Context: an optimization exercise on an open-source flow, tuned for small area. The choices shown serve that exercise and are no tape-out recipe. RTL that was checked went through simulation tests only; none was proved equivalent to the original. Only the layout flow was run in run 5; the RTL was not checked for function there. No activity file was given, so power comes from the tool's default toggle rates.

<file path="flow/design.v">
`default_nettype none
module chan_top (
	input  wire logic                       wb_clk,
	input  wire logic                       rst_n_i,
	input  wire logic                       reg_we_i,
	input  wire logic [4-1:0]      reg_adr_i,
	input  wire logic [16-1:0]         reg_dat_i,
	output logic [16-1:0]              reg_dat_o,
	input  wire logic                       adc_vld_i,
	input  wire logic [4*12-1:0]   adc_dat_i,
	output logic [16-1:0]              tx_dat_o,
	output logic                            tx_k_o,
	output logic                            tx_vld_o,
	input  wire logic                       tx_rdy_i
);
	function automatic logic [15:0] inc16(input logic [15:0] a, input logic ci);
		logic c;
		logic [15:0] s;
		c = ci;
		for (int i = 0; i < 16; i++) begin
			s[i] = a[i] ^ c;
			c = a[i] & c;
		end
		inc16 = s;
	endfunction
	logic [12:0]  zthr;
	logic [15:0]  sthr;
	logic [3:0]   mask;
	logic [3:0]   inv;
	logic [11:0]  pedn [4];       
	logic [4:0]   stat;
	logic [4:0]   ovf;
	logic [15:0] wdat;
	logic [7:0]  ld, ldn;
	assign wdat = reg_dat_i & {16{rst_n_i}};
	always_comb
		for (int a = 0; a < 8; a++) begin
			ld[a]  = ~rst_n_i | (reg_we_i & (reg_adr_i == 4'(a)));
			ldn[a] = ~ld[a];
		end
	logic [12:0]  zthr_d;
	logic [15:0]  sthr_d;
	logic [3:0]   mask_d, inv_d;
	logic [11:0]  pedn_d [4];
	hold_mux #(.W(13)) u_ld_zthr (.ld_i(ld[0]), .ldn_i(ldn[0]), .d_i(wdat[12:0]), .q_i(zthr), .y_o(zthr_d));
	hold_mux #(.W(16)) u_ld_sthr (.ld_i(ld[1]), .ldn_i(ldn[1]), .d_i(wdat),       .q_i(sthr), .y_o(sthr_d));
	hold_mux #(.W(4))  u_ld_mask (.ld_i(ld[2]), .ldn_i(ldn[2]), .d_i(wdat[3:0]),  .q_i(mask), .y_o(mask_d));
	hold_mux #(.W(4))  u_ld_inv  (.ld_i(ld[3]), .ldn_i(ldn[3]), .d_i(wdat[3:0]),  .q_i(inv),  .y_o(inv_d));
	for (genvar n = 0; n < 4; n++) begin : g_ped
		hold_mux #(.W(12)) u_ld_ped (.ld_i(ld[4+n]), .ldn_i(ldn[4+n]), .d_i(~wdat[11:0]), .q_i(pedn[n]), .y_o(pedn_d[n]));
	end
	always_ff @(posedge wb_clk) begin
		zthr <= zthr_d;
		sthr <= sthr_d;
		mask <= mask_d;
		inv  <= inv_d;
		for (int n = 0; n < 4; n++)
			pedn[n] <= pedn_d[n];
	end
	logic [15:0] rd_val;
	always_comb begin
		case (reg_adr_i)
			4'd0:  rd_val = {{3{zthr[12]}}, zthr};
			4'd1:  rd_val = sthr;
			4'd2:  rd_val = {12'd0, mask};
			4'd3:  rd_val = {12'd0, inv};
			4'd4:  rd_val = {4'd0, ~pedn[0]};
			4'd5:  rd_val = {4'd0, ~pedn[1]};
			4'd6:  rd_val = {4'd0, ~pedn[2]};
			4'd7:  rd_val = {4'd0, ~pedn[3]};
			4'd15: rd_val = {11'd0, stat};
			default: rd_val = '0;
		endcase
	end
	always_ff @(posedge wb_clk) begin
		if (!rst_n_i) begin
			stat      <= '0;
			reg_dat_o <= '0;
		end else begin
			stat      <= ((reg_adr_i == 4'd15) ? 5'd0 : stat) | ovf;
			reg_dat_o <= rd_val;
		end
	end
	logic [15:0] sthr_nx;
	assign sthr_nx = (reg_we_i & (reg_adr_i == 4'd1)) ? reg_dat_i : sthr;
	logic       load;
	logic       tv;                 
	logic [3:0] cv;                 
	logic [3:0] cpop;
	logic       tpop;
	assign load = ~tx_vld_o | tx_rdy_i;
	logic [12:0]        slot [4][8];
	logic [3:0]         cnt  [4];      
	logic [12:0]        d_q  [4];      
	logic [3:0]         en_q;          
	logic               vld_q;         
	logic [7:0]         hsel [4];      
	for (genvar c = 0; c < 4; c++) begin : g_chan
		logic [12:0] d;
		logic        gt, push, full, acc;
		ped_sub u_sub (
			.smp_i  (adc_dat_i[c*12 +: 12]),
			.pedn_i (pedn[c]),
			.inv_i  (inv[c]),
			.d_o    (d)
		);
		always_ff @(posedge wb_clk)
			d_q[c] <= d;
		gt_s13 u_gt (.a_i(d_q[c]), .b_i(zthr), .gt_o(gt));
		assign push   = en_q[c] & gt;
		assign full   = cnt[c][3];
		assign acc    = push & ~full;
		assign ovf[c] = push & full;
		assign cv[c]  = (cnt[c] != 4'd0);
		always_ff @(posedge wb_clk) begin
			if (!rst_n_i) begin
				cnt[c]  <= '0;
				en_q[c] <= 1'b0;
			end else begin
				en_q[c] <= adc_vld_i & mask[c];
				cnt[c]  <= cnt[c] + {3'd0, acc} - {3'd0, cpop[c]};
			end
		end
		always_ff @(posedge wb_clk) begin
			if (acc) begin
				slot[c][0] <= d_q[c];
				for (int i = 1; i < 8; i++)
					slot[c][i] <= slot[c][i-1];
			end
		end
		for (genvar i = 0; i < 8; i++) begin : g_h
			assign hsel[c][i] = (cnt[c] == 4'(i + 1));
		end
	end
	logic        cmp, trig_q, last_q;
	logic [15:0] smp_cnt;        
	sum_gt u_sum (
		.d0_i   (d_q[0]),
		.d1_i   (d_q[1]),
		.d2_i   (d_q[2]),
		.d3_i   (d_q[3]),
		.en_i   (en_q),
		.thr_i  (sthr_nx),
		.gt_o   (cmp)
	);
	always_ff @(posedge wb_clk) begin
		if (!rst_n_i) begin
			vld_q   <= 1'b0;
			trig_q  <= 1'b0;
			last_q  <= 1'b0;
			smp_cnt <= 16'hffff;
		end else begin
			vld_q   <= adc_vld_i;
			trig_q  <= vld_q & cmp & ~last_q;
			smp_cnt <= inc16(smp_cnt, vld_q);
			if (vld_q)
				last_q <= cmp;
		end
	end
	logic [15:0] tslot [4];
	logic [2:0]  tcnt;
	logic        tfull, tacc;
	assign tfull  = tcnt[2];
	assign tacc   = trig_q & ~tfull;
	assign ovf[4] = trig_q & tfull;
	assign tv     = (tcnt != 3'd0);
	always_ff @(posedge wb_clk) begin
		if (!rst_n_i)
			tcnt <= '0;
		else
			tcnt <= tcnt + {2'd0, tacc} - {2'd0, tpop};
	end
	always_ff @(posedge wb_clk) begin
		if (tacc) begin
			tslot[0] <= smp_cnt;
			for (int i = 1; i < 4; i++)
				tslot[i] <= tslot[i-1];
		end
	end
	logic [1:0] rr_q;
	logic [1:0] sel;
	logic       found;
	always_comb begin
		logic [1:0] idx;
		found = 1'b0;
		sel   = rr_q;
		for (int i = 1; i <= 4; i++) begin
			idx = rr_q + 2'(i);
			if (!found && cv[idx]) begin
				found = 1'b1;
				sel   = idx;
			end
		end
	end
	assign tpop = load & tv;
	always_comb
		for (int c = 0; c < 4; c++)
			cpop[c] = load & ~tv & found & (sel == 2'(c));
	logic [35:0] gsel;
	logic [15:0] nxt;
	always_comb begin
		for (int i = 0; i < 4; i++)
			gsel[32+i] = (tcnt == 3'(i + 1));
		for (int c = 0; c < 4; c++)
			for (int i = 0; i < 8; i++)
				gsel[c*8+i] = ~tv & (sel == 2'(c)) & hsel[c][i];
	end
	for (genvar b = 0; b < 13; b++) begin : g_nxt
		logic [35:0] src;
		for (genvar c = 0; c < 4; c++)
			for (genvar i = 0; i < 8; i++)
				assign src[c*8+i] = slot[c][i][b];
		for (genvar i = 0; i < 4; i++)
			assign src[32+i] = tslot[i][b];
		and_or36 u_ao (.d_i(src), .g_i(gsel), .y_o(nxt[b]));
	end
	always_comb begin
		nxt[15:13] = {1'b0, sel & {2{~tv}}};
		for (int i = 0; i < 4; i++)
			nxt[15:13] = nxt[15:13] | (tslot[i][15:13] & {3{gsel[32+i]}});
	end
	always_ff @(posedge wb_clk) begin
		if (!rst_n_i) begin
			tx_vld_o <= 1'b0;
			tx_k_o   <= 1'b0;
			rr_q     <= '0;
		end else if (load) begin
			tx_vld_o <= tv | found;
			tx_k_o   <= tv;
			if (!tv && found)
				rr_q <= sel;
		end
	end
	always_ff @(posedge wb_clk)
		if (load)
			tx_dat_o <= nxt;
endmodule
`default_nettype wire
`default_nettype none
module hold_mux #(
	parameter int W = 1
) (
	input  wire logic         ld_i,
	input  wire logic         ldn_i,
	input  wire logic [W-1:0] d_i,
	input  wire logic [W-1:0] q_i,
	output logic [W-1:0]      y_o
);
	assign y_o = (d_i & {W{ld_i}}) | (q_i & {W{ldn_i}});
endmodule
module fadd (
	input  wire logic a_i,
	input  wire logic b_i,
	input  wire logic c_i,
	output logic      s_o,
	output logic      c_o
);
	assign s_o = a_i ^ b_i ^ c_i;
	assign c_o = (a_i & b_i) | (c_i & (a_i ^ b_i));
endmodule
module hadd (
	input  wire logic a_i,
	input  wire logic b_i,
	output logic      s_o,
	output logic      c_o
);
	assign s_o = a_i ^ b_i;
	assign c_o = a_i & b_i;
endmodule
module ped_sub (
	input  wire logic [11:0] smp_i,
	input  wire logic [11:0] pedn_i,
	input  wire logic        inv_i,
	output logic [12:0]      d_o
);
	logic [12:0] w;
	logic [4:0]  c0, c1, c2;
	logic [3:0]  s1, s2, p1, p2;
	logic        k4, k8, k12;
	assign c0[0] = ~inv_i;
	for (genvar i = 0; i < 4; i++) begin : g_b
		fadd u_f0 (.a_i(smp_i[i]), .b_i(pedn_i[i]), .c_i(c0[i]), .s_o(w[i]), .c_o(c0[i+1]));
		if (i == 0) begin : g_h
			hadd u_h1 (.a_i(smp_i[4]), .b_i(pedn_i[4]), .s_o(s1[0]), .c_o(c1[1]));
			hadd u_h2 (.a_i(smp_i[8]), .b_i(pedn_i[8]), .s_o(s2[0]), .c_o(c2[1]));
		end else begin : g_f
			fadd u_f1 (.a_i(smp_i[i+4]), .b_i(pedn_i[i+4]), .c_i(c1[i]), .s_o(s1[i]), .c_o(c1[i+1]));
			fadd u_f2 (.a_i(smp_i[i+8]), .b_i(pedn_i[i+8]), .c_i(c2[i]), .s_o(s2[i]), .c_o(c2[i+1]));
		end
	end
	assign c1[0] = 1'b0;
	assign c2[0] = 1'b0;
	assign p1 = {&s1[2:0], &s1[1:0], s1[0], 1'b1};
	assign p2 = {&s2[2:0], &s2[1:0], s2[0], 1'b1};
	assign k4 = c0[4];
	assign w[7:4]  = s1 ^ (p1 & {4{k4}});
	assign k8 = c1[4] | (k4 & (&s1));
	assign w[11:8] = s2 ^ (p2 & {4{k8}});
	assign k12 = c2[4] | (k8 & (&s2));
	assign w[12] = ~k12;
	assign d_o = w ^ {13{inv_i}};
endmodule
module gt_s13 (
	input  wire logic [12:0] a_i,
	input  wire logic [12:0] b_i,
	output logic             gt_o
);
	logic [12:0] x, y;
	logic [13:0] c;
	assign x = ~(a_i ^ 13'h1000);
	assign y = b_i ^ 13'h1000;
	assign c[0] = 1'b1;
	for (genvar i = 0; i < 13; i++) begin : g_c
		assign c[i+1] = (x[i] & y[i]) | (c[i] & (x[i] | y[i]));
	end
	assign gt_o = ~c[13];
endmodule
module sum_gt (
	input  wire logic [12:0] d0_i,
	input  wire logic [12:0] d1_i,
	input  wire logic [12:0] d2_i,
	input  wire logic [12:0] d3_i,
	input  wire logic [3:0]  en_i,
	input  wire logic [15:0] thr_i,
	output logic             gt_o
);
	logic [12:0] nd [4];
	logic [15:0] t;
	logic [12:0] s1;
	logic [13:0] c1;
	logic [13:0] s2;
	logic [13:0] c2;
	logic [13:0] s3;
	logic [14:0] c3;
	logic [14:0] c;
	logic [2:0]  top;
	assign nd[0] = ~(d0_i & {13{en_i[0]}}) ^ 13'h1000;
	assign nd[1] = ~(d1_i & {13{en_i[1]}}) ^ 13'h1000;
	assign nd[2] = ~(d2_i & {13{en_i[2]}}) ^ 13'h1000;
	assign nd[3] = ~(d3_i & {13{en_i[3]}}) ^ 13'h1000;
	assign t = thr_i ^ 16'h8000;
	assign c1[0] = 1'b1;
	assign c2[0] = 1'b1;
	assign c3[0] = 1'b1;
	for (genvar i = 0; i < 13; i++) begin : g_r
		fadd u_r1 (.a_i(nd[0][i]), .b_i(nd[1][i]), .c_i(nd[2][i]), .s_o(s1[i]), .c_o(c1[i+1]));
		fadd u_r2 (.a_i(s1[i]), .b_i(c1[i]), .c_i(nd[3][i]), .s_o(s2[i]), .c_o(c2[i+1]));
	end
	assign s2[13] = c1[13];
	for (genvar i = 0; i < 14; i++) begin : g_r3
		fadd u_r3 (.a_i(s2[i]), .b_i(c2[i]), .c_i(t[i]), .s_o(s3[i]), .c_o(c3[i+1]));
	end
	assign c[0] = 1'b1;
	for (genvar i = 0; i < 14; i++) begin : g_s
		assign c[i+1] = (s3[i] & c3[i]) | (c[i] & (s3[i] | c3[i]));
	end
	assign top = {1'b0, t[15:14]} + 3'd1 + {2'd0, c3[14]} + {2'd0, c[14]};
	assign gt_o = ~top[2];
endmodule
module and_or36 (
	input  wire logic [35:0] d_i,
	input  wire logic [35:0] g_i,
	output logic             y_o
);
	assign y_o = |(d_i & g_i);
endmodule
`default_nettype wire
</file>
<file path="flow/run.sh">
#!/bin/bash
# synth_recipe.tcl (not shown) runs the flow's synth.tcl, then flattens the netlist and writes it again
# the make line also repeats each setting of config.mk as NAME=value (left out here)
make -C /OpenROAD-flow-scripts/flow DESIGN_CONFIG=/design/flow/config.mk WORK_HOME=/design/flow/orfs CLKGATE_MAP_FILE= SYNTH_SCRIPT=/design/flow/synth_recipe.tcl finish
</file>
<file path="flow/config.mk">
export PLATFORM = sky130hd
export DESIGN_NAME = chan_top
export DESIGN_NICKNAME = chan_top
export VERILOG_FILES = /design/flow/design.v
export SDC_FILE = /design/flow/constraint.sdc
export NUM_CORES = 4
export LEC_CHECK = 0
export CAP_MARGIN = 20
export CORE_MARGIN = 2
export CORE_UTILIZATION = 65
export CTS_CLUSTER_DIAMETER = 80
export CTS_CLUSTER_SIZE = 26
export PLACE_DENSITY = 0.68
export SLEW_MARGIN = 20
export SYNTH_HIERARCHICAL = 1
</file>
<file path="flow/constraint.sdc">
create_clock -name core_clock -period 5.0 [get_ports {wb_clk}]
set_input_delay 1.0000 -clock core_clock [delete_from_list [all_inputs] [get_ports {wb_clk}]]
set_output_delay 1.0000 -clock core_clock [all_outputs]
set_load 0.01 [all_outputs]
</file>
==> results of run 1 <==
[final cells by class]
class	count	area (sq um)
Fill cell	3015	12500
Sequential cell	700	19000
Tap cell	600	751
Timing Repair Buffer	146	1420
Clock inverter	6	88.8
Clock buffer	55	992
Multi-Input combinational cell	1208	10400
Inverter	101	379
[routing by layer]
| layer | wire length, um | vias to the layer above | GRT usage (%) |
|---|---|---|---|
| met5 | 0 | - | 0 |
| met4 | 5200 | 0 | 17.0 |
| met3 | 9860 | 309 | 8.68 |
| met2 | 37400 | 1419 | 53.9 |
| met1 | 32900 | 9495 | 50.6 |
| li1 | - | 8165 | - |
[stage by stage]
| stage | hold slack, ns | cell area (sq um) | setup WS [ns] |
|---|---|---|---|
| 2_1_floorplan | 0.412 | 30000 | 0.651 |
| 3_3_place_gp | 0.419 | 31900 | 0.207 |
| 3_5_place_dp | 0.424 | 31900 | 0.158 |
| 4_1_cts | 0.451 | 33000 | 0.751 |
| 5_1_grt | 0.458 | 33000 | 0.511 |
| 6_report | 0.439 | 33000 | 0.727 |
[worst paths after layout]
check	startpoint	to	slack (ns)	cells past startpoint
max	reg_adr_i[0]	trig_q$_SDFF_PN0_	0.73	15
min	slot[10][2]$_DFFE_PP_	slot[11][2]$_DFFE_PP_	0.44	0
max reg2reg	en_q[0]$_SDFF_PN0_	trig_q$_SDFF_PN0_	0.75	13
min reg2reg	slot[10][2]$_DFFE_PP_	slot[11][2]$_DFFE_PP_	0.44	0
[registers in the layout, indices dropped and copies added, names as in the netlist, 5 cells and up]
name	cells
sthr	16
cnt	16
zthr	13
pedn	48
slot	416
d_q	52
stat	5
smp_cnt	16
reg_dat_o	16
tslot	64
tx_dat_o	16
[where the power goes]
| part | internal (uW) | switching [uW] |
|---|---|---|
| registers | 6830 | 775 |
| clock network | 1420 | 1830 |
| logic | 1530 | 1940 |
[worst max-delay path: cells and delay by family]
| kind | cells | cell delay (ns) |
|---|---|---|
| compound gates | 4 | 0.98 |
| fa+ha+maj | 3 | 0.90 |
| buf+inv | 3 | 0.84 |
| simple gates | 4 | 0.70 |
| mux | 1 | 0.37 |
[per-module statistics from Yosys, one instance, submodules excluded, a selection]
module | cell area, sq um | times used | cells inside
and_or36 | 178 | 13 | 24
gt_s13 | 244 | 4 | 36
fadd | 20.0 | 80 | 1
chan_top | 22500 | 1 | 1207
sum_gt | 468 | 1 | 93
ped_sub | 269 | 4 | 31
hadd | 12.5 | 8 | 1
[kinds of logic after synthesis]
family,after synthesis
flops,700
fa+ha+maj,169
compound gates,491
buf+inv,160
mux,32
xor+xnor,87
other cells,1
simple gates,427
[cell usage after synthesis, types with 22 or more instances]
cell	count
nand4_1	58
xnor2_1	46
nor2_1	57
clkbuf_1	23
a221oi_1	27
and2_1	25
nor2b_1	23
a21oi_1	27
nand2_1	124
dfxtp_1	204
ha_1	63
xor2_1	41
o21ai_0	22
nand2b_1	47
inv_1	92
a22o_1	83
a22oi_1	200
edfxtp_1	496
fa_1	85
==> flow_metrics.env, run 1 <==
export IMPL_grt_max_degree=105
export IMPL_vias=19400
export IMPL_cts_resized=0
export IMPL_ir_worst_vdd_mv=0.351
export IMPL_track_usage_pct=36.1
export IMPL_gr_total_overflow=0
export IMPL_ant_nets=0
export IMPL_synth_area_leaders="edfxtp_1 50%, dfxtp_1 14%, fa_1 5.7%"
export IMPL_clock_skew_ns=0.0358
export IMPL_die_y_um=219
export IMPL_outcome="complete, no violations"
export IMPL_grt_pass1_wl_um=124000
export IMPL_clkLatencyLatePin_ns=0.61
export IMPL_viasPerCell=6.88
export IMPL_first_iter_violations=2642
export IMPL_yosysTopAreaCell="edfxtp_1"
export IMPL_yosys_warnings=23
export IMPL_max_cap_violations=0
export IMPL_synth_compound_area_share_pct=13.2
export IMPL_synth_top_family_by_area="compound AO/OA/AOI/OAI gates"
export IMPL_start_kind="input pin"
export IMPL_io_pins=107
export IMPL_finish_net_count=2412
export IMPL_ys_types=84
export IMPL_cp_arrival_ns=4.80
export IMPL_design_core_area_sq_um=45500
export IMPL_worstSetupEndpointType="register"
export IMPL_finalHoldViolCount=0
export IMPL_path_clk_slew_ns=0.10
export IMPL_fin_setup_tns_ns=0
export IMPL_setup_viol_count_final=0
export IMPL_crit_slowest_cell="clkdlybuf4s50_1"
export IMPL_p_total_uw=14300
export IMPL_crit_top_cell="ha_1"
export IMPL_seq_area_frac_synth_pct=63.3
export IMPL_maxSlewHeadroom_pct=9.96
export IMPL_dpl_cell_count=2755
export IMPL_drc=0
export IMPL_final_common_cell="edfxtp_1"
export IMPL_critPathRequiredTime_ns=5.53
export IMPL_crit_fanout=17
export IMPL_stdcell_count=2816
export IMPL_synth_fa_ha_area_share_pct=9.04
export IMPL_synth_area_sq_um=30000
export IMPL_ctsRootBufferMaster="clkbuf_16"
export IMPL_final_cell_mix="496 x edfxtp_1, 204 x dfxtp_1, 200 x a22oi_1"
export IMPL_slowest_delay_ns=0.58
export IMPL_start_util_pct=65.9
export IMPL_grt_pass1_vias=19100
export IMPL_utilization_pct=72.6
export IMPL_hp_class="register to register"
export IMPL_synthCells=2067
export IMPL_synth_flop_cell="edfxtp_1"
export IMPL_die_x_um=219
export IMPL_io_buffer_count=106
export IMPL_synth_edf_count=496
export IMPL_worst_pin_slew_ns=1.35
export IMPL_synth_area_mux_share_pct=1.29
export IMPL_antenna_cells=0
export IMPL_layout_drive_gt1_share_pct=9.66
export IMPL_cts_buffers=34
export IMPL_cts_tree="built"
export IMPL_synthArstFlopShare_pct=0
export IMPL_htree_levels=2
export IMPL_place_congestion=0.943
export IMPL_p_leak_uw=0.0111
export IMPL_rsz0062_at_grt="false"
export IMPL_clock_path_buffers=3
export IMPL_synth_xor_area_share_pct=2.54
export IMPL_timing_fmax_mhz=234
export IMPL_postRouteWirelength_um=85300
export IMPL_finalCritPeriodShare_pct=85.5
export IMPL_cp_cell_sequence="clkdlybuf4s50_1 -> nor4b_2 -> nand2_1 -> buf_4 -> mux2_1 -> fa_1 -> a222oi_1 -> nand3_1 -> a211o_1 -> o21ai_2 -> ha_1 -> inv_1 -> ha_1 -> a31oi_1 -> and4b_1"
export IMPL_yosysTopAreaCellShare_pct=49.7
export IMPL_powerDensity_nw_per_um2=434
export IMPL_wire_per_inst_um=30.3
export IMPL_finalCriticalPeriod_ns=4.27
export IMPL_yosys_area_share_simple_pct=8.06
export IMPL_cts_sinks=700
export IMPL_dieArea_sq_um=47800
export IMPL_hpwl_um=59600
export IMPL_syn2layout_area_growth_pct=10.2
export IMPL_antenna_found_initial=0
export IMPL_hold_buffers=0
export IMPL_maxSlewViolCount=0
export IMPL_rows=78
export IMPL_post_cts_buffers=0
export IMPL_ys_ff_latch=700
export IMPL_critical_path_class="input pin to register"
export IMPL_synth_avg_cell_area_sq_um=14.5
export IMPL_dr_pass1_iters=7
==> run 2, diff against run 1 <==
==> flow/flow/run.sh (new file) <==
#!/bin/bash
# Layout flow: the standard layout (standard.sh) with two changes.
#  1. Synthesis maps the logic with an area-oriented ABC script (flow/area.abc)
#     instead of ORFS's speed script. Everything else in synthesis is the standard flow's
#     own script (synth_recipe.tcl): same passes, same flip-flop mapping, same
#     flattening and renaming, so the registers are the standard ones.
#  2. The port buffers are sky130_fd_sc_hd__buf_1 (every input and output
#     port still gets one) instead of the delay cell buffer_ports picks.
# Each tool's output goes to a log file in this folder; ORFS's own per-step
# logs are under orfs/logs/.
set -euo pipefail
here=$(pwd)

# ORFS synth.tcl with the ABC script swapped after the preamble has set it up
orfs_synth="$FLOW_HOME/scripts/synth.tcl"
anchor='source $::env(SCRIPTS_DIR)/synth_preamble.tcl'
grep -qF "$anchor" "$orfs_synth"
awk -v anchor="$anchor" -v abc="$here/flow/area.abc" '
	{ print }
	$0 == anchor { print "lset abc_args 1 " abc }
' "$orfs_synth" > "$here/area_synth.tcl"
grep -q "lset abc_args 1 $here/flow/area.abc" "$here/area_synth.tcl"

# The standard flow's synthesis script, sourcing that copy instead of ORFS's synth.tcl
sed 's#^source $::env(SCRIPTS_DIR)/synth.tcl$#source '"$here"'/area_synth.tcl#' \
	"$here/synth_recipe.tcl" > "$here/area_synth_recipe.tcl"
grep -q "^source $here/area_synth.tcl\$" "$here/area_synth_recipe.tcl"

BUFFER_PORTS_ARGS="-buffer_cell sky130_fd_sc_hd__buf_1" \
	bash "$here/standard.sh" SYNTH_SCRIPT="$here/area_synth_recipe.tcl" finish \
	> "$here/standard_finish.log" 2>&1

test -s "$here/out/final.def"
==> flow/flow/area.abc (new file) <==
&get -n
&st
&syn2
&dch
&nf -a -R 1000
&put
topo
stime -c
==> flow/standard.sh (new file) <==
#!/bin/bash
# synth_recipe.tcl (not shown) runs the flow's synth.tcl, then flattens the netlist and writes it again
# the make line also repeats each setting of config.mk as NAME=value (left out here)
make -C /OpenROAD-flow-scripts/flow DESIGN_CONFIG=/design/flow/config.mk WORK_HOME=/design/flow/orfs CLKGATE_MAP_FILE= SYNTH_SCRIPT=/design/flow/synth_recipe.tcl "${@:-finish}"
removed: flow/run.sh
==> run 2 against run 1 <==
Compared with the run above: clock power rose by 8.0%; largest power group unchanged; via count decreased by 7.4%; global-route usage down 2.9 points; sequential power down 4.7%; die area fell by 4.9%.
==> flow_metrics.env, run 2 <==
export IMPL_critical_path_class="register to register"
export IMPL_finalHoldViolCount=0
export IMPL_vias=18000
export IMPL_syn2layout_area_growth_pct=10.7
export IMPL_synth_common_cells="496 x edfxtp_1, 204 x dfxtp_1, 150 x a22o_1"
export IMPL_final_common_cell="edfxtp_1"
export IMPL_fin_area_sq_um=31500
export IMPL_pwr_share_clk_pct=26.0
export IMPL_first_iter_violations=1880
export IMPL_stdcell_count=2742
export IMPL_antenna_cells=0
export IMPL_grt_pass1_vias=17800
export IMPL_clock_skew_ns=0.0444
export IMPL_viasPerCell=6.55
export IMPL_synth_area_leaders="edfxtp_1 52%, dfxtp_1 14%, fa_1 6.0%"
export IMPL_cts_sinks=700
export IMPL_setup_viol_count_final=0
export IMPL_hpwl_um=52400
export IMPL_die_y_um=213
export IMPL_start_util_pct=65.9
export IMPL_finalCritPeriodShare_pct=94.8
export IMPL_synthCells=1932
export IMPL_max_cap_violations=0
export IMPL_htree_levels=2
export IMPL_min_from="last_q$_SDFFE_PN0P_"
export IMPL_final_cell_mix="496 x edfxtp_1, 199 x dfxtp_1, 150 x a22o_1"
export IMPL_dieArea_sq_um=45500
export IMPL_seq_area_sq_um=19000
export IMPL_crit_top_cell="maj3_2"
export IMPL_largest_register_ffs=416
export IMPL_rows=76
export IMPL_layout_drive_gt1_share_pct=8.16
export IMPL_grt_max_degree=105
export IMPL_nFillCells=2864
export IMPL_wire_per_inst_um=27.1
export IMPL_die_x_um=213
export IMPL_worstSetupEndpointType="register"
export IMPL_placed_area_sq_um=30200
export IMPL_cp_cell_sequence="nor2b_1 -> maj3_2 -> maj3_2 -> nor2_1 -> o21ai_1 -> maj3_2 -> nor2_1 -> o21ai_1 -> maj3_2 -> nor2_1 -> o21ai_1 -> maj3_2 -> nor2_1 -> nor2_1 -> a21oi_2 -> maj3_2 -> nand2_1 -> nand2_1 -> o21ai_1 -> maj3_2 -> nand2_2 -> nor2_4 -> buf_12"
export IMPL_ctsRootBufferMaster="clkbuf_16"
export IMPL_p_total_uw=13500
export IMPL_crit_slowest_cell="dfxtp_2"
export IMPL_slowest_delay_ns=0.34
export IMPL_powerDensity_nw_per_um2=429
export IMPL_synth_flop_cell="edfxtp_1"
export IMPL_track_usage_pct=33.3
export IMPL_io_pins=107
export IMPL_combPwrFrac_pct=20.4
export IMPL_p_int_uw=9550
export IMPL_critPathRequiredTime_ns=5.12
export IMPL_cp_arrival_ns=4.87
export IMPL_crit_fanout=104
export IMPL_yosysTopAreaCell="edfxtp_1"
export IMPL_reg_largest_list="slot x416, tslot x64, d_q x52"
export IMPL_ir_worst_vdd_mv=0.370
export IMPL_postRouteWirelength_um=74200
export IMPL_seq_area_frac_synth_pct=66.7
export IMPL_multi_input_area_sq_um=9330
export IMPL_power_switching_uw=3960
export IMPL_crit_buf_inv=1
export IMPL_drc=0
export IMPL_synth_area_sq_um=28500
export IMPL_ys_ff_latch=700
export IMPL_pwr_share_seq_pct=53.7
export IMPL_power_share_switching_pct=29.3
export IMPL_top_register="slot"
export IMPL_yosys_warnings=23
export IMPL_startpoint="d_q[3][0]$_DFF_P_"
export IMPL_grt_pass1_wl_um=110000
export IMPL_timing_final_ws_setup_ns=0.258
export IMPL_start_kind="register"
export IMPL_finish_net_count=2352
export IMPL_rsz0062_at_grt="false"
export IMPL_yosysMostFrequentCell="edfxtp_1"
export IMPL_design_core_area_sq_um=43200
export IMPL_timing_fmax_mhz=211
export IMPL_ant_nets=0
export IMPL_yosysTopAreaCellShare_pct=52.3
export IMPL_cts_tree="built"
export IMPL_r2r_start="d_q[3][0]$_DFF_P_"
export IMPL_synthArstFlopShare_pct=0
export IMPL_dr_pass1_iters=8
export IMPL_maxSlewViolCount=0
export IMPL_clkLatencyLatePin_ns=0.60
export IMPL_place_ws_ns=0.0309
export IMPL_maxSlewHeadroom_pct=19.1
export IMPL_ys_types=41
export IMPL_synth_edf_count=496
export IMPL_dpl_cell_count=2677
export IMPL_p_leak_uw=0.0106
export IMPL_io_buffer_count=106
export IMPL_gr_total_overflow=0
export IMPL_antenna_found_initial=1
export IMPL_path_delay_family="adder cells"
export IMPL_utilization_pct=73.0
export IMPL_finalCriticalPeriod_ns=4.74
export IMPL_synth_avg_cell_area_sq_um=14.7
export IMPL_path_clk_slew_ns=0.09
export IMPL_outcome="complete, no violations"
export IMPL_clock_path_buffers=3
export IMPL_worst_pin_slew_ns=1.21
export IMPL_place_congestion=0.921
export IMPL_cts_buffers=36
export IMPL_hp_class="register to register"
run 2: kinds of logic after synthesis:
| logic type | after synthesis | synth area share (%) |
|---|---|---|
| other | 1 | 0.0132 |
| flip-flops | 700 | 66.7 |
| buffers and inverters | 99 | 1.31 |
| AO/OA/AOI/OAI | 467 | 12.5 |
| XOR/XNOR | 78 | 2.40 |
| AND/OR/NAND/NOR | 389 | 6.51 |
| multiplexers | 22 | 0.844 |
| adder cells (fa/ha/maj) | 176 | 9.73 |
run 2: repair_timing:
action	4_1_cts	5_1_grt
buffers inserted	0	1
gates resized for setup	0	12
hold buffers	0	0
setup endpoints to repair	0	73
run 2: final cells by class:
| type | count | area share, % |
|---|---|---|
| Clock buffer | 53 | 3.23 |
| Sequential cell | 700 | 60.3 |
| Multi-Input combinational cell | 1134 | 29.6 |
| Inverter | 99 | 1.19 |
| Clock inverter | 11 | 0.671 |
| Tap cell | 585 | 2.32 |
| Timing Repair Buffer | 160 | 2.68 |
run 2: worst register-to-register path: stages, from the launching register on:
cell and delay (ns):
dfxtp_2 0.34, nor2b_1 0.13, maj3_2 0.31, maj3_2 0.32, nor2_1 0.09, o21ai_1 0.09
maj3_2 0.33, nor2_1 0.09, o21ai_1 0.09, maj3_2 0.32, nor2_1 0.10, o21ai_1 0.10
maj3_2 0.34, nor2_1 0.10, nor2_1 0.06, a21oi_2 0.16, maj3_2 0.22, nand2_1 0.05
nand2_1 0.08, o21ai_1 0.06, maj3_2 0.31, nand2_2 0.09, nor2_4 0.05, buf_12 0.17
run 2: modules after synthesis (local to each module, per instance), a selection:
| module | area [sq um] | flip-flops and latches | times used | cells |
|---|---|---|---|---|
| gt_s13 | 165 | 0 | 4 | 30 |
| and_or36 | 175 | 0 | 13 | 23 |
| sum_gt | 369 | 0 | 1 | 77 |
| fadd | 20.0 | 0 | 80 | 1 |
| hadd | 12.5 | 0 | 8 | 1 |
| chan_top | 21800 | 700 | 1 | 1147 |
| ped_sub | 231 | 0 | 4 | 29 |
run 2: final timing paths:
path	cells past startpoint	slack, ns	to
min	1	0.42	trig_q$_SDFF_PN0_
max reg2reg	23	0.26	slot[29][10]$_DFFE_PP_
min reg2reg	1	0.42	trig_q$_SDFF_PN0_
max	23	0.26	slot[29][10]$_DFFE_PP_
run 2: power groups by stage:
| stage | clock network (uW) | logic (uW) | registers, uW |
|---|---|---|---|
| 2_1_floorplan | 0 | 1790 | 7250 |
| 3_3_place_gp | 0 | 2610 | 7350 |
| 3_5_place_dp | 0 | 2700 | 7380 |
| 4_1_cts | 3550 | 2720 | 7240 |
| 5_1_grt | 3740 | 3040 | 7320 |
| 6_report | 3510 | 2750 | 7250 |
run 2: layer usage:
layer	track usage, %	routed length, um	vias to the layer above
li1	-	-	7877
met1	45.1	29000	8903
met2	53.1	34600	985
met3	6.69	7060	186
met4	14.0	3480	2
met5	0	10	-
run 2: metrics by stage:
step           hold WS, ns  setup TNS, ns
3_5_place_dp         0.415              0
2_1_floorplan        0.390          -3.46
4_1_cts              0.428              0
6_report             0.423              0
5_1_grt              0.435              0
3_3_place_gp         0.400              0
==> run 3, diff against run 2 <==
--- a/flow/design.v
+++ b/flow/design.v
@@ -24,4 +24,28 @@
 		inc16 = s;
 	endfunction
+	function automatic logic [3:0] updn4(input logic [3:0] q, input logic up, input logic dn);
+		logic u, d;
+		logic [3:0] t;
+		u = up & ~dn;
+		d = dn & ~up;
+		for (int i = 0; i < 4; i++) begin
+			t[i] = u | d;
+			u = u & q[i];
+			d = d & ~q[i];
+		end
+		updn4 = q ^ t;
+	endfunction
+	function automatic logic [2:0] updn3(input logic [2:0] q, input logic up, input logic dn);
+		logic u, d;
+		logic [2:0] t;
+		u = up & ~dn;
+		d = dn & ~up;
+		for (int i = 0; i < 3; i++) begin
+			t[i] = u | d;
+			u = u & q[i];
+			d = d & ~q[i];
+		end
+		updn3 = q ^ t;
+	endfunction
 	logic [12:0]  zthr;
 	logic [15:0]  sthr;
@@ -83,5 +107,5 @@
 	end
 	logic [15:0] sthr_nx;
-	assign sthr_nx = (reg_we_i & (reg_adr_i == 4'd1)) ? reg_dat_i : sthr;
+	assign sthr_nx = sthr_d;
 	logic       load;
 	logic       tv;                 
@@ -119,14 +143,22 @@
 			end else begin
 				en_q[c] <= adc_vld_i & mask[c];
-				cnt[c]  <= cnt[c] + {3'd0, acc} - {3'd0, cpop[c]};
+				cnt[c]  <= updn4(cnt[c], acc, cpop[c]);
 			end
 		end
-		always_ff @(posedge wb_clk) begin
-			if (acc) begin
-				slot[c][0] <= d_q[c];
-				for (int i = 1; i < 8; i++)
-					slot[c][i] <= slot[c][i-1];
-			end
+		logic [12:0] slot_d [8];
+		logic        accn;
+		assign accn = ~acc;
+		for (genvar i = 0; i < 8; i++) begin : g_s
+			hold_mux #(.W(13)) u_ld (
+				.ld_i  (acc),
+				.ldn_i (accn),
+				.d_i   ((i == 0) ? d_q[c] : slot[c][(i == 0) ? 0 : i-1]),
+				.q_i   (slot[c][i]),
+				.y_o   (slot_d[i])
+			);
 		end
+		always_ff @(posedge wb_clk)
+			for (int i = 0; i < 8; i++)
+				slot[c][i] <= slot_d[i];
 		for (genvar i = 0; i < 8; i++) begin : g_h
 			assign hsel[c][i] = (cnt[c] == 4'(i + 1));
@@ -169,13 +201,21 @@
 			tcnt <= '0;
 		else
-			tcnt <= tcnt + {2'd0, tacc} - {2'd0, tpop};
+			tcnt <= updn3(tcnt, tacc, tpop);
 	end
-	always_ff @(posedge wb_clk) begin
-		if (tacc) begin
-			tslot[0] <= smp_cnt;
-			for (int i = 1; i < 4; i++)
-				tslot[i] <= tslot[i-1];
-		end
+	logic [15:0] tslot_d [4];
+	logic        taccn;
+	assign taccn = ~tacc;
+	for (genvar i = 0; i < 4; i++) begin : g_ts
+		hold_mux #(.W(16)) u_ld (
+			.ld_i  (tacc),
+			.ldn_i (taccn),
+			.d_i   ((i == 0) ? smp_cnt : tslot[(i == 0) ? 0 : i-1]),
+			.q_i   (tslot[i]),
+			.y_o   (tslot_d[i])
+		);
 	end
+	always_ff @(posedge wb_clk)
+		for (int i = 0; i < 4; i++)
+			tslot[i] <= tslot_d[i];
 	logic [1:0] rr_q;
 	logic [1:0] sel;
@@ -232,7 +272,10 @@
 		end
 	end
+	logic [15:0] tx_dat_d;
+	logic        loadn;
+	assign loadn = ~load;
+	hold_mux #(.W(16)) u_ld_tx (.ld_i(load), .ldn_i(loadn), .d_i(nxt), .q_i(tx_dat_o), .y_o(tx_dat_d));
 	always_ff @(posedge wb_clk)
-		if (load)
-			tx_dat_o <= nxt;
+		tx_dat_o <= tx_dat_d;
 endmodule
 `default_nettype wire
--- a/flow/config.mk
+++ b/flow/config.mk
@@ -12,4 +12,5 @@
 export CTS_CLUSTER_SIZE = 26
 export PLACE_DENSITY = 0.68
+export SETUP_SLACK_MARGIN = 0.1
 export SLEW_MARGIN = 20
 export SYNTH_HIERARCHICAL = 1
==> run 3 against run 2 <==
Compared with the run above: still clean; non-clock buffer count increased by 36; die area decreased by 3.6%; routed wire length increased by 18%; clock power decreased by 5%; sequential power increased by 11%; register-to-register slack got worse by 0.06 ns; clock skew decreased by 0.023 ns; final cell count increased by 17%; via count increased by 26%; critical path type unchanged.
==> flow_metrics.env, run 3 <==
export IMPL_seq_area_frac_synth_pct=51.1
export IMPL_synth_area_sq_um=27400
export IMPL_r2r_setup_slack_ns=0.20
export IMPL_hold_end="trig_q$_SDFF_PN0_"
export IMPL_finalHoldViolCount=0
export IMPL_use_met1_pct=53.1
export IMPL_cp_cell_sequence="clkinv_2 -> maj3_2 -> maj3_2 -> nor2_2 -> o21ai_1 -> maj3_2 -> nor2_1 -> o21ai_1 -> maj3_2 -> nor2_2 -> o21ai_1 -> maj3_2 -> buf_4 -> a21oi_1 -> maj3_2 -> nand2_1 -> nand2_1 -> o21ai_1 -> maj3_2 -> nand3_4 -> buf_4 -> buf_16 -> a22o_1"
export IMPL_cts_buffers=35
export IMPL_ir_worst_vdd_mv=0.683
export IMPL_layout_drive_gt1_share_pct=8.57
export IMPL_io_buffer_count=106
export IMPL_critPathRequiredTime_ns=5.53
export IMPL_p_total_uw=14900
export IMPL_outcome="complete, no violations"
export IMPL_start_util_pct=65.7
export IMPL_ys_ff_latch=700
export IMPL_grt_max_degree=105
export IMPL_powerDensity_nw_per_um2=483
export IMPL_synthArstFlopShare_pct=0
export IMPL_worst_pin_slew_ns=1.21
export IMPL_r2r_cells=23
export IMPL_rows=75
export IMPL_io_pins=107
export IMPL_synth_area_leaders="dfxtp_1 51%, a22o_1 21%, fa_1 5.8%"
export IMPL_timing_rr_end="slot[13][5]$_DFF_P_"
export IMPL_cts_sinks=700
export IMPL_synth_avg_cell_area_sq_um=11.4
export IMPL_hp_class="register to register"
export IMPL_ys_types=36
export IMPL_synth_compound_area_share_pct=29.1
export IMPL_r2r_start="zthr[1]$_DFF_P_"
export IMPL_largest_register_ffs=416
export IMPL_ant_nets=0
export IMPL_timing_fmax_mhz=208
export IMPL_cp_arrival_ns=5.33
export IMPL_synthCells=2412
export IMPL_start_kind="register"
export IMPL_setup_viol_count_final=0
export IMPL_crit_fanout=104
export IMPL_grt_use_met2_pct=59.8
export IMPL_dieArea_sq_um=43900
export IMPL_first_iter_violations=2778
export IMPL_synth_flop_cell="dfxtp_1"
export IMPL_worstSetupEndpointType="register"
export IMPL_syn2layout_area_growth_pct=12.4
export IMPL_yosys_warnings=28
export IMPL_finish_net_count=2842
export IMPL_wire_per_inst_um=27.4
export IMPL_hold_path_cell_count=1
export IMPL_p_leak_uw=0.0118
export IMPL_slowest_delay_ns=0.41
export IMPL_hold_ws_ns=0.434
export IMPL_fin_setup_tns_ns=0
export IMPL_min_from="last_q$_SDFFE_PN0P_"
export IMPL_synth_fa_ha_area_share_pct=8.82
export IMPL_maxSlewHeadroom_pct=19.3
export IMPL_final_cell_mix="693 x dfxtp_1, 646 x a22o_1, 134 x nand2_1"
export IMPL_synth_common_cells="700 x dfxtp_1, 646 x a22o_1, 136 x nand2_1"
export IMPL_cts_tree="built"
export IMPL_place_congestion=0.972
export IMPL_crit_top_cell="maj3_2"
export IMPL_reg_largest_list="slot x416, tslot x64, d_q x52"
export IMPL_synth_top_family_by_area="compound AO/OA/AOI/OAI gates"
export IMPL_die_y_um=209
export IMPL_place_ws_ns=0.132
export IMPL_design_core_area_sq_um=41800
export IMPL_postRouteWirelength_um=87800
export IMPL_track_usage_pct=38.9
export IMPL_yosysTopAreaCellShare_pct=51.1
export IMPL_grt_pass1_wl_um=130000
export IMPL_gr_total_overflow=0
export IMPL_yosysTopAreaCell="dfxtp_1"
export IMPL_use_met3_pct=7.90
export IMPL_rsz0062_at_grt="true"
export IMPL_dr_pass1_iters=7
export IMPL_maxSlewViolCount=0
export IMPL_yosys_area_share_simple_pct=6.97
export IMPL_max_cap_violations=0
export IMPL_vias=22600
export IMPL_viasPerCell=7.07
export IMPL_clock_path_buffers=3
export IMPL_grt_pass1_vias=21400
export IMPL_htree_levels=2
export IMPL_clkLatencyLatePin_ns=0.59
export IMPL_synth_xor_area_share_pct=2.46
export IMPL_synth_area_mux_share_pct=0.388
export IMPL_synth_edf_count=0
export IMPL_critical_path_class="register to register"
export IMPL_timing_final_ws_setup_ns=0.197
export IMPL_hpwl_um=61700
export IMPL_finalCritPeriodShare_pct=96.1
export IMPL_yosysMostFrequentCell="dfxtp_1"
export IMPL_finalCriticalPeriod_ns=4.80
export IMPL_crit_slowest_cell="dfxtp_4"
export IMPL_grt_busiest_layer="met2"
export IMPL_clock_skew_ns=0.0214
export IMPL_drc=0
export IMPL_antenna_found_initial=4
export IMPL_path_clk_slew_ns=0.10
export IMPL_die_x_um=209
export IMPL_final_common_cell="dfxtp_1"
export IMPL_top_register="slot"
export IMPL_ctsRootBufferMaster="clkbuf_16"
run 3: cell types whose count changed after synthesis, sizes merged, moves of 12 or more:
cell	delta
nor3	+14
clkinv	-16
dfxtp	+496
o21ai	+13
edfxtp	-496
ha	-20
a22o	+496
nor2	+12
run 3: timing repair:
item                                    4_1_cts  5_1_grt
gates resized for setup                       0       27
setup buffers                                 0       12
hold buffers                                  0        0
endpoints found under the setup margin        0      231
run 3: stage by stage:
stage | cells | instance area [sq um] | utilization (%)
after floorplan | 2413 | 27800 | -
after global placement | 3134 | 29500 | 70.7
after detailed placement | 3135 | 29500 | 70.7
after CTS | 3186 | 30600 | 73.3
after global routing | 3199 | 30800 | 73.8
final | 3201 | 30800 | 73.8
run 3: cell type report:
type,instances,area (sq um)
Tap cell,539,674
Multi-Input combinational cell,1630,13400
Clock buffer,43,980
Antenna cell,2,5.00
Fill cell,2993,10900
Clock inverter,8,116
Timing Repair Buffer,196,1210
Inverter,83,425
Sequential cell,700,14000
run 3: cells by family after synthesis:
| group | after synthesis |
|---|---|
| other | 1 |
| muxes | 10 |
| DFF | 700 |
| buffers and inverters | 83 |
| and+or+nand+nor | 410 |
| xor gates and xnor gates | 77 |
| adders and majority gates | 151 |
| AOI/OAI and AO/OA | 980 |
run 3: per-layer routing:
| layer | part of all wire, % | wire [um] | vias up |
|---|---|---|---|
| met4 | 5.0 | 4350 | 6 |
| met1 | 40 | 35100 | 11200 |
| met5 | 0.035 | 31 | - |
| li1 | - | - | 9909 |
| met3 | 10 | 8940 | 246 |
| met2 | 45 | 39400 | 1257 |
run 3: how the worst max path moves through the flow:
stage / startpoint / endpoint / slack [ns]
floorplan: d_q[1][0]$_DFF_P_ / cnt[1][3]$_SDFF_PN0_ / -0.17
global placement: reg_adr_i[1] / trig_q$_SDFF_PN0_ / 0.23
detailed placement: reg_adr_i[1] / last_q$_SDFFE_PN0P_ / 0.13
CTS: zthr[0]$_DFF_P_ / cnt[3][2]$_SDFF_PN0_ / 0.17
global route: zthr[1]$_DFF_P_ / cnt[2][3]$_SDFF_PN0_ / -0.01
finish: zthr[1]$_DFF_P_ / slot[13][5]$_DFF_P_ / 0.20
run 3: modules after synthesis (local to each module, per instance), a selection:
module,area [sq um],cells inside
chan_top,16400,1131
fadd,20.0,1
gt_s13,165,30
hadd,12.5,1
and_or36,175,23
sum_gt,369,77
ped_sub,231,29
run 3: worst max-delay path, delay by kind of cell, from the launching register on:
kind	cells	cell delay, ns
flops	1	0.41
simple gates	6	0.59
fa+ha+maj	7	2.29
compound gates	6	0.69
buf+inv	4	0.67
run 3: where the power goes:
part | switching, uW | internal (uW)
sequential | 1330 | 6710
clock | 1840 | 1480
combinational | 1890 | 1620
==> run 4, diff against run 3 <==
--- a/flow/config.mk
+++ b/flow/config.mk
@@ -12,5 +12,5 @@
 export CTS_CLUSTER_SIZE = 26
 export PLACE_DENSITY = 0.68
-export SETUP_SLACK_MARGIN = 0.1
+export SETUP_SLACK_MARGIN = 0.2
 export SLEW_MARGIN = 20
 export SYNTH_HIERARCHICAL = 1
==> run 4 against run 3 <==
Compared with the run above: hold slack improved by 0.017 ns; sequential power increased by 0.6%; final area increased by 2.8%; area after synthesis unchanged; critical path depth increased by 2; final cell count increased by 1.4%; maximum frequency about the same; core utilization increased by 2.1 points; sequential cell count unchanged; clock skew decreased by 0.0013 ns; die area unchanged.
==> flow_metrics.env, run 4 <==
export IMPL_crit_fanout=101
export IMPL_utilization_pct=75.9
export IMPL_synth_area_sq_um=27400
export IMPL_ys_ff_latch=700
export IMPL_io_buffer_count=106
export IMPL_path_delay_family="adder cells"
export IMPL_clkLatencyLatePin_ns=0.59
export IMPL_ant_nets=0
export IMPL_rsz0062_at_grt="true"
export IMPL_drc=0
export IMPL_synth_common_cells="700 x dfxtp_1, 646 x a22o_1, 136 x nand2_1"
export IMPL_dr_pass1_iters=6
export IMPL_die_x_um=209
export IMPL_io_pins=107
export IMPL_worst_pin_slew_ns=1.30
export IMPL_finalHoldViolCount=0
export IMPL_p_leak_uw=0.0122
export IMPL_yosysMostFrequentCell="dfxtp_1"
export IMPL_grt_pass1_vias=21700
export IMPL_final_cell_mix="686 x dfxtp_1, 646 x a22o_1, 134 x nand2_1"
export IMPL_stdcell_count=3247
export IMPL_r2r_setup_slack_ns=0.20
export IMPL_seq_area_frac_synth_pct=51.1
export IMPL_maxSlewHeadroom_pct=13.2
export IMPL_critPathRequiredTime_ns=5.48
export IMPL_critical_path_class="register to register"
export IMPL_slowest_delay_ns=0.40
export IMPL_setup_viol_count_final=0
export IMPL_finish_net_count=2890
export IMPL_crit_top_cell="maj3_2"
export IMPL_r2r_start="zthr[1]$_DFF_P_"
export IMPL_yosys_warnings=28
export IMPL_powerDensity_nw_per_um2=475
export IMPL_clock_skew_ns=0.0201
export IMPL_synthArstFlopShare_pct=0
export IMPL_yosysTopAreaCell="dfxtp_1"
export IMPL_cp_depth=25
export IMPL_maxSlewViolCount=0
export IMPL_wire_per_inst_um=29.2
export IMPL_synth_edf_count=0
export IMPL_dieArea_sq_um=43900
export IMPL_hp_class="register to register"
export IMPL_crit_slowest_cell="dfxtp_4"
export IMPL_crit_buf_inv=4
export IMPL_fin_area_sq_um=31700
export IMPL_largest_register_ffs=416
export IMPL_htree_levels=2
export IMPL_layout_drive_gt1_share_pct=11.4
export IMPL_postRouteWirelength_um=94800
export IMPL_endpoint="slot[10][5]$_DFF_P_"
export IMPL_synth_area_leaders="dfxtp_1 51%, a22o_1 21%, fa_1 5.8%"
export IMPL_syn2layout_area_growth_pct=15.5
export IMPL_yosysTopAreaCellShare_pct=51.1
export IMPL_synth_avg_cell_area_sq_um=11.4
export IMPL_ctsRootBufferMaster="clkbuf_16"
export IMPL_synthCells=2412
export IMPL_rows=75
export IMPL_reg_largest_list="slot x416, tslot x64, d_q x52"
export IMPL_max_cap_violations=0
export IMPL_cts_buffers=36
export IMPL_cts_tree="built"
export IMPL_top_register="slot"
export IMPL_hold_buffers=0
export IMPL_antenna_found_initial=3
export IMPL_ys_types=36
export IMPL_placed_area_sq_um=29600
export IMPL_place_congestion=0.999
export IMPL_ir_worst_vdd_mv=0.604
export IMPL_finalCritPeriodShare_pct=96.0
export IMPL_worstSetupEndpointType="register"
export IMPL_r2r_cells=25
export IMPL_grt_pass1_wl_um=133000
export IMPL_track_usage_pct=40.0
export IMPL_cp_arrival_ns=5.28
export IMPL_synth_flop_cell="dfxtp_1"
export IMPL_start_util_pct=65.7
export IMPL_outcome="complete, no violations"
export IMPL_vias=23400
export IMPL_startpoint="zthr[1]$_DFF_P_"
export IMPL_gr_total_overflow=0
export IMPL_clock_path_buffers=3
export IMPL_first_iter_violations=3261
export IMPL_design_core_area_sq_um=41800
export IMPL_grt_max_degree=105
export IMPL_hpwl_um=62700
export IMPL_start_kind="register"
export IMPL_p_total_uw=15100
export IMPL_fin_setup_tns_ns=0
export IMPL_path_clk_slew_ns=0.09
export IMPL_viasPerCell=7.21
export IMPL_finalCriticalPeriod_ns=4.80
export IMPL_timing_rr_end="slot[10][5]$_DFF_P_"
export IMPL_dpl_cell_count=3146
export IMPL_cts_sinks=700
export IMPL_final_common_cell="dfxtp_1"
export IMPL_timing_fmax_mhz=208
export IMPL_die_y_um=209
==> run 4: cell counts after synthesis <==
No cell type changed its count.
==> run 4: worst min path at each step <==
stage | start | endpoint | slack, ns | depth (start not counted)
6_report | last_q$_SDFFE_PN0P_ | trig_q$_SDFF_PN0_ | 0.45 | 1
5_1_grt | last_q$_SDFFE_PN0P_ | trig_q$_SDFF_PN0_ | 0.47 | 1
4_1_cts | last_q$_SDFFE_PN0P_ | trig_q$_SDFF_PN0_ | 0.45 | 1
3_5_place_dp | last_q$_SDFFE_PN0P_ | trig_q$_SDFF_PN0_ | 0.44 | 1
3_3_place_gp | last_q$_SDFFE_PN0P_ | trig_q$_SDFF_PN0_ | 0.41 | 1
2_1_floorplan | last_q$_SDFFE_PN0P_ | trig_q$_SDFF_PN0_ | 0.39 | 1
==> run 4: layout make-up <==
type | instances | area (sq um)
Antenna cell | 3 | 7.51
Clock buffer | 37 | 926
Clock inverter | 12 | 141
Fill cell | 2868 | 10100
Inverter | 83 | 425
Multi-Input combinational cell | 1630 | 13500
Sequential cell | 700 | 14000
Tap cell | 539 | 674
Timing Repair Buffer | 243 | 1990
==> run 4: repair_timing <==
item	CTS	global route
resized for setup	5	86
buffers inserted	7	15
cloned	0	26
pin swaps	8	113
endpoints found under the setup margin	8	431
==> run 4: through the flow <==
step           setup slack [ns]  hold slack (ns)
2_1_floorplan            -0.165            0.390
6_report                  0.201            0.451
5_1_grt                 -0.0214            0.466
3_5_place_dp              0.120            0.443
3_3_place_gp              0.270            0.406
4_1_cts                   0.192            0.450
==> run 4: kinds of logic after synthesis <==
family,synth area share [%]
compound gates,29.1
simple gates,6.97
buf+inv,1.14
xor+xnor,2.46
flops,51.1
mux,0.388
fa+ha+maj,8.82
other cells,0.0137
==> run 4: where the power goes <==
part	switching, uW	internal (uW)	leakage, uW
Clock	1880	1430	0.000515
Sequential	1380	6720	0.00574
Combinational	1950	1710	0.00597
Total	5210	9860	0.0122
==> run 4: per-module statistics from Yosys, one instance, submodules excluded, a selection <==
module | copies in the design | cells
chan_top | 1 | 1131
hadd | 8 | 1
gt_s13 | 4 | 30
and_or36 | 13 | 23
sum_gt | 1 | 77
fadd | 80 | 1
ped_sub | 4 | 29
==> run 4: worst register-to-register path, stage by stage (launching register included) <==
cell and delay, ns:
dfxtp_4 0.40, buf_6 0.12, inv_4 0.02, maj3_2 0.29
maj3_2 0.35, nor2_2 0.13, o21ai_2 0.07, maj3_2 0.36
nor2_2 0.12, o21ai_1 0.06, maj3_2 0.34, nor2_2 0.08
o21ai_1 0.08, maj3_2 0.33, nor2_1 0.09, nor2_1 0.06
a21oi_2 0.12, maj3_2 0.20, nand2_1 0.05, nand2_1 0.10
o21ai_2 0.06, maj3_2 0.36, nand3_4 0.18, clkinv_16 0.08
buf_12 0.18, a22o_1 0.47
==> run 4: per-layer routing <==
layer  GRT usage (%)  wire length, um  up-vias
met1            55.2            36300    11400
met3            8.51            11900      362
met2            61.1            41300     1607
met4            17.5             5220        2
li1                -                -     9995
met5               0               13        -
==> run 5, diff against run 4 <==
--- a/flow/design.v
+++ b/flow/design.v
@@ -406,5 +406,16 @@
 	output logic             y_o
 );
-	assign y_o = |(d_i & g_i);
+	logic [11:0] n;
+	for (genvar i = 0; i < 12; i++) begin : g_t
+		aoi3 u_t (.d_i(d_i[3*i +: 3]), .g_i(g_i[3*i +: 3]), .y_o(n[i]));
+	end
+	assign y_o = ~&n;
+endmodule
+module aoi3 (
+	input  wire logic [2:0] d_i,
+	input  wire logic [2:0] g_i,
+	output logic            y_o
+);
+	assign y_o = ~|(d_i & g_i);
 endmodule
 `default_nettype wire
--- a/flow/config.mk
+++ b/flow/config.mk
@@ -8,9 +8,9 @@
 export CAP_MARGIN = 20
 export CORE_MARGIN = 2
-export CORE_UTILIZATION = 65
-export CTS_CLUSTER_DIAMETER = 80
-export CTS_CLUSTER_SIZE = 26
-export PLACE_DENSITY = 0.68
-export SETUP_SLACK_MARGIN = 0.2
+export CORE_UTILIZATION = 70
+export CTS_CLUSTER_DIAMETER = 60
+export CTS_CLUSTER_SIZE = 32
+export PLACE_DENSITY = 0.74
+export SETUP_SLACK_MARGIN = 0.1
 export SLEW_MARGIN = 20
 export SYNTH_HIERARCHICAL = 1
==> run 5 against run 4 <==
Compared with the run above: still clean; critical path depth up 1; final area is 2.0% lower; final cell count fell by 4.1%.
==> flow_metrics.env, run 5 <==
export IMPL_outcome="complete, no violations"
export IMPL_setup_viol_count_final=0
export IMPL_antenna_cells=0
export IMPL_rsz0062_at_grt="true"
export IMPL_path_clk_slew_ns=0.11
export IMPL_top_register="slot"
export IMPL_timing_final_ws_setup_ns=0.110
export IMPL_slowest_delay_ns=0.38
export IMPL_cts_sinks=700
export IMPL_synth_area_sq_um=27100
export IMPL_p_int_uw=10100
export IMPL_syn2layout_area_growth_pct=14.8
export IMPL_hpwl_um=55000
export IMPL_layout_drive_gt1_share_pct=11.1
export IMPL_power_switching_uw=5110
export IMPL_p_leak_uw=0.0119
export IMPL_largest_register_ffs=416
export IMPL_crit_fanout=4
export IMPL_crit_top_cell="maj3_2"
export IMPL_reg_largest_list="slot x416, tslot x64, d_q x52"
export IMPL_fin_setup_tns_ns=0
export IMPL_critPathRequiredTime_ns=5.53
export IMPL_start_util_pct=70.5
export IMPL_hold_end="trig_q$_SDFF_PN0_"
export IMPL_start_kind="register"
export IMPL_crit_buf_inv=2
export IMPL_ys_ff_latch=700
export IMPL_min_from="last_q$_SDFFE_PN0P_"
export IMPL_design_core_area_sq_um=38400
export IMPL_timing_fmax_mhz=204
export IMPL_pwr_share_seq_pct=52.2
export IMPL_place_ws_ns=-0.0463
export IMPL_finalCritPeriodShare_pct=97.8
export IMPL_dieArea_sq_um=40200
export IMPL_synth_flop_cell="dfxtp_1"
export IMPL_finalHoldViolCount=0
export IMPL_seq_area_frac_synth_pct=51.8
export IMPL_r2r_start="d_q[0][0]$_DFF_P_"
export IMPL_finish_net_count=2764
export IMPL_yosysTopAreaCell="dfxtp_1"
export IMPL_synth_common_cells="700 x dfxtp_1, 581 x a22o_1, 157 x a222oi_1"
export IMPL_postRouteWirelength_um=81100
export IMPL_timing_rr_end="cnt[0][3]$_SDFF_PN0_"
export IMPL_antenna_found_initial=1
export IMPL_r2r_setup_slack_ns=0.11
export IMPL_maxSlewViolCount=0
export IMPL_dr_pass1_iters=10
export IMPL_track_usage_pct=38.2
export IMPL_die_x_um=201
export IMPL_vias=22400
export IMPL_place_congestion=0.948
export IMPL_clock_path_buffers=3
export IMPL_cp_arrival_ns=5.42
export IMPL_r2r_cells=26
export IMPL_synth_avg_cell_area_sq_um=11.7
export IMPL_ys_types=38
export IMPL_worst_pin_slew_ns=1.31
export IMPL_pwr_share_clk_pct=25.6
export IMPL_hp_class="register to register"
export IMPL_ir_worst_vdd_mv=0.366
export IMPL_first_iter_violations=3628
export IMPL_final_cell_mix="691 x dfxtp_1, 581 x a22o_1, 157 x a222oi_1"
export IMPL_synth_edf_count=0
export IMPL_clock_skew_ns=0.0299
export IMPL_final_common_cell="dfxtp_1"
export IMPL_drc=0
export IMPL_viasPerCell=7.20
export IMPL_yosys_warnings=28
export IMPL_rows=72
export IMPL_io_pins=107
export IMPL_critical_path_class="register to register"
export IMPL_powerDensity_nw_per_um2=489
export IMPL_die_y_um=201
export IMPL_wire_per_inst_um=26.0
export IMPL_ant_nets=0
export IMPL_synth_area_leaders="dfxtp_1 52%, a22o_1 19%, fa_1 5.9%"
export IMPL_ctsRootBufferMaster="clkbuf_16"
export IMPL_cts_tree="built"
export IMPL_maxSlewHeadroom_pct=12.3
export IMPL_crit_slowest_cell="maj3_2"
export IMPL_clkLatencyLatePin_ns=0.62
export IMPL_power_share_switching_pct=33.7
export IMPL_hold_path_cell_count=1
export IMPL_worstSetupEndpointType="register"
export IMPL_gr_total_overflow=0
export IMPL_cts_buffers=38
export IMPL_htree_levels=2
export IMPL_grt_pass1_vias=20800
export IMPL_synthCells=2321
export IMPL_grt_max_degree=105
export IMPL_synthArstFlopShare_pct=0
export IMPL_path_delay_family="adder cells"
export IMPL_combPwrFrac_pct=22.2
export IMPL_yosysTopAreaCellShare_pct=51.8
export IMPL_max_cap_violations=0
export IMPL_finalCriticalPeriod_ns=4.89
export IMPL_io_buffer_count=106
export IMPL_grt_pass1_wl_um=121000
export IMPL_yosysMostFrequentCell="dfxtp_1"
## run 5: changes by cell type after synthesis, sizes merged, moves of 2 or more
cell    change
a22oi     -102
nor2        -2
nand3      -26
nor3       -13
a22o       -65
or3        +13
a221oi     -66
nand4      +13
a222oi    +155
a21oi       -2
## run 5: Yosys stat by module (local to each module, per instance), excerpt
module    cell area, sq um  cells  copies in the design
aoi3                  10.0      1                   156
gt_s13                 165     30                     4
ped_sub                231     29                     4
hadd                  12.5      1                     8
sum_gt                 369     77                     1
and_or36              25.0      4                    13
## run 5: area by class of cell
| cell class | count | area (sq um) |
|---|---|---|
| inverter | 82 | 420 |
| timing repair buffer | 206 | 1350 |
| sequential | 700 | 14000 |
| multi-input combinational | 1540 | 13100 |
| clock buffer | 44 | 1060 |
| tap | 518 | 648 |
| clock inverter | 25 | 399 |
| fill | 2384 | 7320 |
## run 5: logic make-up after synthesis
family | share of synthesized area (%)
compound gates | 28.2
flops | 51.8
mux | 0.393
simple gates | 7.00
other cells | 0.0139
buf+inv | 1.14
fa+ha+maj | 8.95
xor+xnor | 2.53
## run 5: worst max-delay path by stage
stage | to | depth (start not counted) | startpoint | slack, ns
2_1_floorplan | cnt[1][3]$_SDFF_PN0_ | 27 | d_q[1][0]$_DFF_P_ | -0.17
3_3_place_gp | cnt[1][3]$_SDFF_PN0_ | 27 | d_q[1][0]$_DFF_P_ | 0.08
3_5_place_dp | cnt[1][3]$_SDFF_PN0_ | 27 | d_q[1][0]$_DFF_P_ | -0.05
4_1_cts | cnt[1][3]$_SDFF_PN0_ | 27 | d_q[1][0]$_DFF_P_ | 0.04
5_1_grt | cnt[2][3]$_SDFF_PN0_ | 27 | d_q[2][0]$_DFF_P_ | -0.08
6_report | cnt[0][3]$_SDFF_PN0_ | 26 | d_q[0][0]$_DFF_P_ | 0.11
## run 5: routing by layer
metal | vias to the layer above | track usage, % | wire length [um]
met2 | 1478 | 61.1 | 37600
met5 | - | 0 | 9
met4 | 2 | 19.3 | 4530
met3 | 292 | 5.45 | 7750
met1 | 10900 | 51.1 | 31200
li1 | 9790 | - | -
## run 5: metrics by stage
stage	total power [uW]	utilization, %	instance area [sq um]	cells	hold slack [ns]
final	15200	80.9	31100	3115	0.429
after global routing	15800	80.9	31100	3115	0.444
after CTS	14900	79.8	30600	3094	0.428
after detailed placement	11100	75.8	29100	3022	0.409
after global placement	10900	75.8	29100	3022	0.404
after floorplan	9830	-	27400	2322	0.390
## run 5: power groups by stage
stage                     Clock [uW]  Sequential, uW  Combinational [uW]
final                           3890            7940                3370
after global routing            4080            8040                3640
after CTS                       3890            7850                3160
after detailed placement           0            7950                3110
after global placement             0            7900                2980
after floorplan                    0            7540                2280
## run 5: timing repair
item / CTS / global route
resized for setup: 12 / 60
gates cloned: 0 / 4
hold buffers: 0 / 0
setup buffers: 3 / 17
endpoints found under the setup margin: 25 / 434
hold endpoints to repair: 0 / 0
pin swaps: 3 / 68

-- separate check: timing with driven ports --
Ports are ideal in the flow. The routed layouts listed here were re-timed in OpenROAD.
Step 1: set_driving_cell puts a clkbuf_16 on wb_clk and a buf_2 on each other input, an assumption about the parent block.
Step 2 times the ports against the registers' clock, not the clock port: input delays grow and output delays shrink by t, the midpoint of the rising clock arrivals with the driver on.
Slacks: no drivers / after step 1 / after step 2; pairs: no drivers / after step 1.
run	shift t [ns]	setup WS [ns]	worst setup path after step 2
run 1	0.649	0.727 / 0.746 / 0.110	input to register
run 2	0.635	0.258 / 0.258 / 0.030	input to register
run 3	0.637	0.197 / 0.197 / 0.062	input to register
run 4	0.640	0.201 / 0.201 / 0.126	input to register
run 5	0.659	0.110 / 0.110 / 0.110	register to register
After both steps every run listed still meets setup and hold. For run 1, which loses most, drivers alone change the setup slack by +0.019 ns; drivers and shift together by -0.617 ns.
